Context: an optimization exercise on an open-source flow, tuned for small area, a short achievable clock period and few clock cycles per item. The choices shown serve that exercise and are no tape-out recipe. In this exercise RTL edits were held to simulation tests only and were not proved equivalent to the original. No activity file was given, so power comes from the tool's default toggle rates.

==> flow/design.v (outline; a module is shown in full before it is edited, if it fits) <==
// module fft16_bank_ram: 23 lines
// module fft16_digit_reverse_buf: 125 lines
module fft16_digit_reverse_buf #(
    parameter int DATA_W = 32,
    parameter int N      = 16
) (
    input  logic                  clk,
    input  logic                  rst_n,
    input  logic                  in_valid,
    output logic                  in_ready,
    input  logic [DATA_W-1:0]     in_re,
    input  logic [DATA_W-1:0]     in_im,
    output logic                  out_valid,
    input  logic                  out_ready,
    output logic [DATA_W-1:0]     out_re,
    output logic [DATA_W-1:0]     out_im,
    output logic [3:0]            out_idx,
    output logic                  out_last
);
  // ...
==> flow/run.sh <==
#!/bin/bash
# synth_recipe.tcl (not shown) runs the flow's synth.tcl, then flattens the netlist and writes it again
# the make line also repeats each setting of config.mk as NAME=value (left out here)
make -C /OpenROAD-flow-scripts/flow DESIGN_CONFIG=/design/flow/config.mk WORK_HOME=/design/flow/orfs CLKGATE_MAP_FILE= SYNTH_SCRIPT=/design/flow/synth_recipe.tcl finish
==> flow/config.mk <==
export PLATFORM = sky130hd
export DESIGN_NAME = fft16_digit_reverse_buf
export DESIGN_NICKNAME = fft16_digit_reverse_buf
export VERILOG_FILES = /design/flow/design.v
export SDC_FILE = /design/flow/constraint.sdc
export NUM_CORES = 4
export LEC_CHECK = 0
export CAP_MARGIN = 20
export CORE_MARGIN = 2
export CORE_UTILIZATION = 65
export CTS_CLUSTER_DIAMETER = 80
export CTS_CLUSTER_SIZE = 25
export SETUP_SLACK_MARGIN = 2.0
export SLEW_MARGIN = 20
==> flow/constraint.sdc <==
create_clock -name core_clock -period 4.0 [get_ports {clk}]
set_input_delay 0.8000 -clock core_clock [delete_from_list [all_inputs] [get_ports {clk}]]
set_output_delay 0.8000 -clock core_clock [all_outputs]
set_load 0.01 [all_outputs]
==> notes.md, run 1 <==
- Clock power share: 16.7%
- Pin count of the biggest net entering global routing: 67
- Clock sink count: 751
- Power Total: 24.04 mW
- Most frequent cell after synthesis: edfxtp_1
- Initial cell density of the core: 65.46%
- Post-synth ARST share: 5.593%
- FF-to-FF path depth: 12
- Cells after synthesis: 1,690
- Max reg flops: 640
- R2r setup slk: 1710 ps
- Setup violators final: 0
- Vias in the first global route: 16,380
- Clk buf depth: 3
- Nonclk buf count: 212
- Sequential cell area share: 69.28%
- Final Cell Area: 32,380 um^2
- Drt via density: 6.972
- Commonest cells after routing, fill and taps aside: edfxtp_1, a22o_1, a221oi_1
- CP max-delay cell: dfrtp_1
- Compound-cell area share of the yosys netlist: 14.46%
- Status: timing/DRC/antenna clean
- Final ANT Viol Nets: 0
- Post-synthesis mux area share: 1.072%
- Post-synth top area share: 73.87%
- Fillers: 2,705
- Synth cell types: 69
- Latest clock arrival within the worst-skew pair: 590 ps
Testbench counts, summed over its fixed seeds: cycles 7,318, items 6,144.
==> inputs of run 2 (changes only) <==
--- a/flow/config.mk
+++ b/flow/config.mk
@@ -8,7 +8,7 @@
 export CAP_MARGIN = 20
 export CORE_MARGIN = 2
 export CORE_UTILIZATION = 65
-export CTS_CLUSTER_DIAMETER = 80
-export CTS_CLUSTER_SIZE = 25
+export CTS_CLUSTER_DIAMETER = 100
+export CTS_CLUSTER_SIZE = 30
 export SETUP_SLACK_MARGIN = 2.0
 export SLEW_MARGIN = 20
==> run 2 against run 1 <==
Design area increased by 0.28%. Critical path depth decreased by 1. Count of clock-buffer cells in the layout increased by 2. Clock power decreased by 9.2%. Synthesized area unchanged. Combinational power increased by 3.2%. Maximum frequency increased by 5.8%. Non-clock buffer count increased by 19. Global-route usage decreased by 0.25 points.
==> notes.md, run 2 <==
- Maxcap violations: 0
- FF-to-FF path depth: 11 (-1)
- Post-synth EDFFs: approximately 710
- Die H: 214.6 um
- CP arrival: 2670 ps
- Initial cell density of the core: 65.46% (unchanged)
- Final TNS setup: 0 ps
- Horiz. Die Dim: 214.6 um
- CORE AREA: ~44,000 um^2
- Final Non-Filler Cells: ~2,400
- Regs by FF count: u_pool.mem_q x640, out_q x64
- Worst slew pin tran: 1170 ps
- Post-Route WL: 70,220 um
- Total gr overflow: 0
- Largest area contributor in the synthesized netlist: edfxtp_1
- Row cnt: 77
- Top FF cell, synth: edfxtp_1
- Synthesized area per cell: 17.05 um^2
- Hold bufs inserted after CTS: 0
- # DRC: 0
- Max reg flops: 640 (unchanged)
- Worst min path class: in2async
- Wire per inst: ~29 um
- Initial antenna violation count: 4
- Detailed placer's ending HPWL: between 30,000 and 40,000 um
- Final ANT Viol Nets: 0 (unchanged)
- Vias in the first global route: 16,260 (-0.75%)
- Setup violators final: 0 (unchanged)
- Most area-consuming cells after synthesis: edfxtp_1, a221oi_1, a22o_1, dfrtp_1, a41oi_1
- RSZ-0062 raised after global routing: true
- Peak supply drop: 0.5817 mV
- Count of buffers from port buffering: 138
- Drt pass-1 iters: 5
- Gpl congestion: a little over 0.9
- Vias: 16,960
- Drt via density: 6.931 (-0.59%)
- Clock Tree Root: clkbuf_16
- Tmin final: 2167 ps
- Slew HR: 21.99%
- Final Core Density: approximately 74%
- FF+latch area: 22,440 um^2
- Commonest cells post-synth: edfxtp_1, a221oi_1, a22o_1
- Pleak: 10.36 nW
- Tcrit/Tclk final: a little over half
- Area growth, synth to finish: 12.67%
- Synth cell types: 69 (unchanged)
- Footprint of the multi-input gates: 6329 um^2
- TritonCTS Buffers: 29
- Iteration-0 DRC Markers: 2,028
- Cells after synthesis: 1,690 (unchanged)
- Total track usage: 29.96%
- Cell count after placement: 2,330
- Most common cell after layout, fill and taps aside: edfxtp_1
- CP endpoint kind: flip-flop
- Number of synthesized register bits: 751
- Largest register by flop count: u_pool.mem_q
- First-pass GRT wire length: 103,400 um
- Critical Setup Path Class: reg2reg
- R2r setup slk: 1830 ps (+130 ps)
- Startpoint Class: flip-flop
- Max FO, Critical Path: 5
- Clock sink count: 751 (unchanged)
- Fillers: 2,677 (-1.0%)
- Synthesized cell area: 28,820 um^2
- Pwr/cell area: 736.3 nW/um^2
- Clk buf depth: 3 (unchanged)
- Clock-pin slew on the worst setup and hold paths: 120 ps
- R2r startpoint: full_q
- Max Slew Vio Count: 0
- Status: timing/DRC/antenna clean
- Pin count of the biggest net entering global routing: 67 (unchanged)
- Setup crit end: wsel_q[9]
- Register area share after synthesis: between 70 and 80%
- Io pins: 139
- Clock Skews: 21.39 ps
- Reg-to-reg endpoint: wsel_q[9]
- Critical path's largest stage delay: 420 ps
- Post-synth top area share: 73.87% (unchanged)
- Post-synth ARST share: 5.593% (unchanged)
- H-tree levels: 1
- CP max-delay cell: dfrtp_1
- Commonest cells after routing, fill and taps aside: edfxtp_1, a22o_1, a221oi_1
- Layout cell share with drive strength beyond 1: 16.94%
- Worst path cell trace: buf_6 > nand3b_4 > a21boi_4 > buf_6 > ha_4 > buf_6 > a211oi_4 > a21oi_4 > inv_2 > a2111o_1 > o31ai_1
- Final hold violation count: 0
- Syn nets: between 1,500 and 2,000
- CP most frequent cell: buf_6
- Total die area: 46,040 um^2
- CTS tree: yes
- # nets final: 1,918
- CP startpoint: full_q
- Most frequent cell after synthesis: edfxtp_1
- FMAX: approximately 460 MHz
- WP data required: 4500 ps
- Synth warn: 3
- Latest clock arrival within the worst-skew pair: 610 ps (+20 ps)
run 2: cell counts after synthesis:
No cell type changed its count.
run 2: cell type report:
type / instances / area share [%]
antenna: 1 / 0.007706
clock buffer: 51 / 2.489
clock inverter: 2 / 0.09632
inverter: 21 / 0.2967
multi-input combinational: 798 / 19.49
sequential: 751 / 69.10
tap: 592 / 2.281
timing repair buffer: 231 / 6.245
run 2: how the worst min path moves through the flow:
stage,startpoint,to,slack (ps),depth (start not counted)
2_1_floorplan,rcnt_q[3],out_idx_q[1],420,0
3_3_place_gp,avail_q,out_valid_q,500,2
3_5_place_dp,avail_q,out_valid_q,500,2
4_1_cts,rst_n,wcnt_q[3],360,1
5_1_grt,rst_n,wcnt_q[3],390,1
6_report,rst_n,wcnt_q[3],330,1
run 2: per-layer routing:
layer	share of wire, %	track usage, %	vias to the layer above
met5	0.053	0	-
met4	1.5	4.560	6
met3	8.7	3.943	87
met2	49	49.16	846
met1	40	44.86	8758
li1	-	-	7264
run 2: worst max-delay path, delay by kind of cell, from the launching register on:
| kind | cells | cell delay, ps |
|---|---|---|
| flip-flops | 1 | 420 |
| buffers and inverters | 4 | 480 |
| adder cells (fa/ha/maj) | 1 | 150 |
| AND/OR/NAND/NOR | 1 | 160 |
| AO/OA/AOI/OAI | 5 | 840 |
run 2: cells by family (layout without fill, tap and decap cells):
kind of cell | count (synthesis) | count (layout) | share of synthesized area [%]
simple gates | 228 | 228 | 3.677
fa+ha+maj | 18 | 18 | 0.7814
buf+inv | 141 | 305 | 2.062
mux | 27 | 27 | 1.072
xor+xnor | 14 | 14 | 0.4254
flops | 751 | 751 | 77.53
other cells | 0 | 1 | 0
compound gates | 511 | 511 | 14.46
run 2: what timing repair did:
action,in CTS,in global routing
resized for setup,354,70
setup endpoints to repair,235,97
pin swaps,7,24
setup buffers,23,37
endpoints found under the hold margin,0,0
cloned,3,0
run 2: stage by stage:
stage                     hold slack, ps  setup slack, ps  power [mW]  cell area (um^2)
after CTS                          360.6             1929       23.23             31850
after global placement             499.0            961.7       19.24             30820
after detailed placement           498.2            900.1       19.43             30820
after global routing               394.1             1751       24.95             32470
after floorplan                    419.6             1335       16.35             28910
final                              325.5             1833       23.91             32470
run 2: power breakdown:
part	total (mW)	leakage [nW]	switching, mW	internal (mW)
Sequential	12.8	6.96	1.85	10.9
Clock	3.65	0.399	2.24	1.41
Combinational	7.48	3.00	4.16	3.32

==> separate check: timing with driven ports <==
No port has a modelled driver above. Below, the same layouts with a new extraction and two added sets of constraints.
Step 1 (the two cells are an assumption about what drives the block):
set clk [get_ports {clk}]
set_driving_cell -lib_cell sky130_fd_sc_hd__clkbuf_16 $clk
set_driving_cell -lib_cell sky130_fd_sc_hd__buf_2 [delete_from_list [all_inputs] $clk]
Step 2 times the ports against the registers' clock, not the clock port: input delays grow and output delays shrink by t, the midpoint of the rising clock arrivals with the driver on.
Slacks: ideal / step 1 / step 2; pairs: ideal / step 1.
run | shift t [ns] | setup slack, ns | slew at the worst register clock pin (ns)
run 1 | 0.640 | 1.707 / 1.707 / 1.154 | 0.10 / 0.10
run 2 | 0.665 | 1.833 / 1.808 / 1.292 | 0.12 / 0.12
After both steps setup and hold are still met in every run listed. For run 1, which loses most, drivers alone change the setup slack by 0.000 ns; drivers and shift together by -0.553 ns.
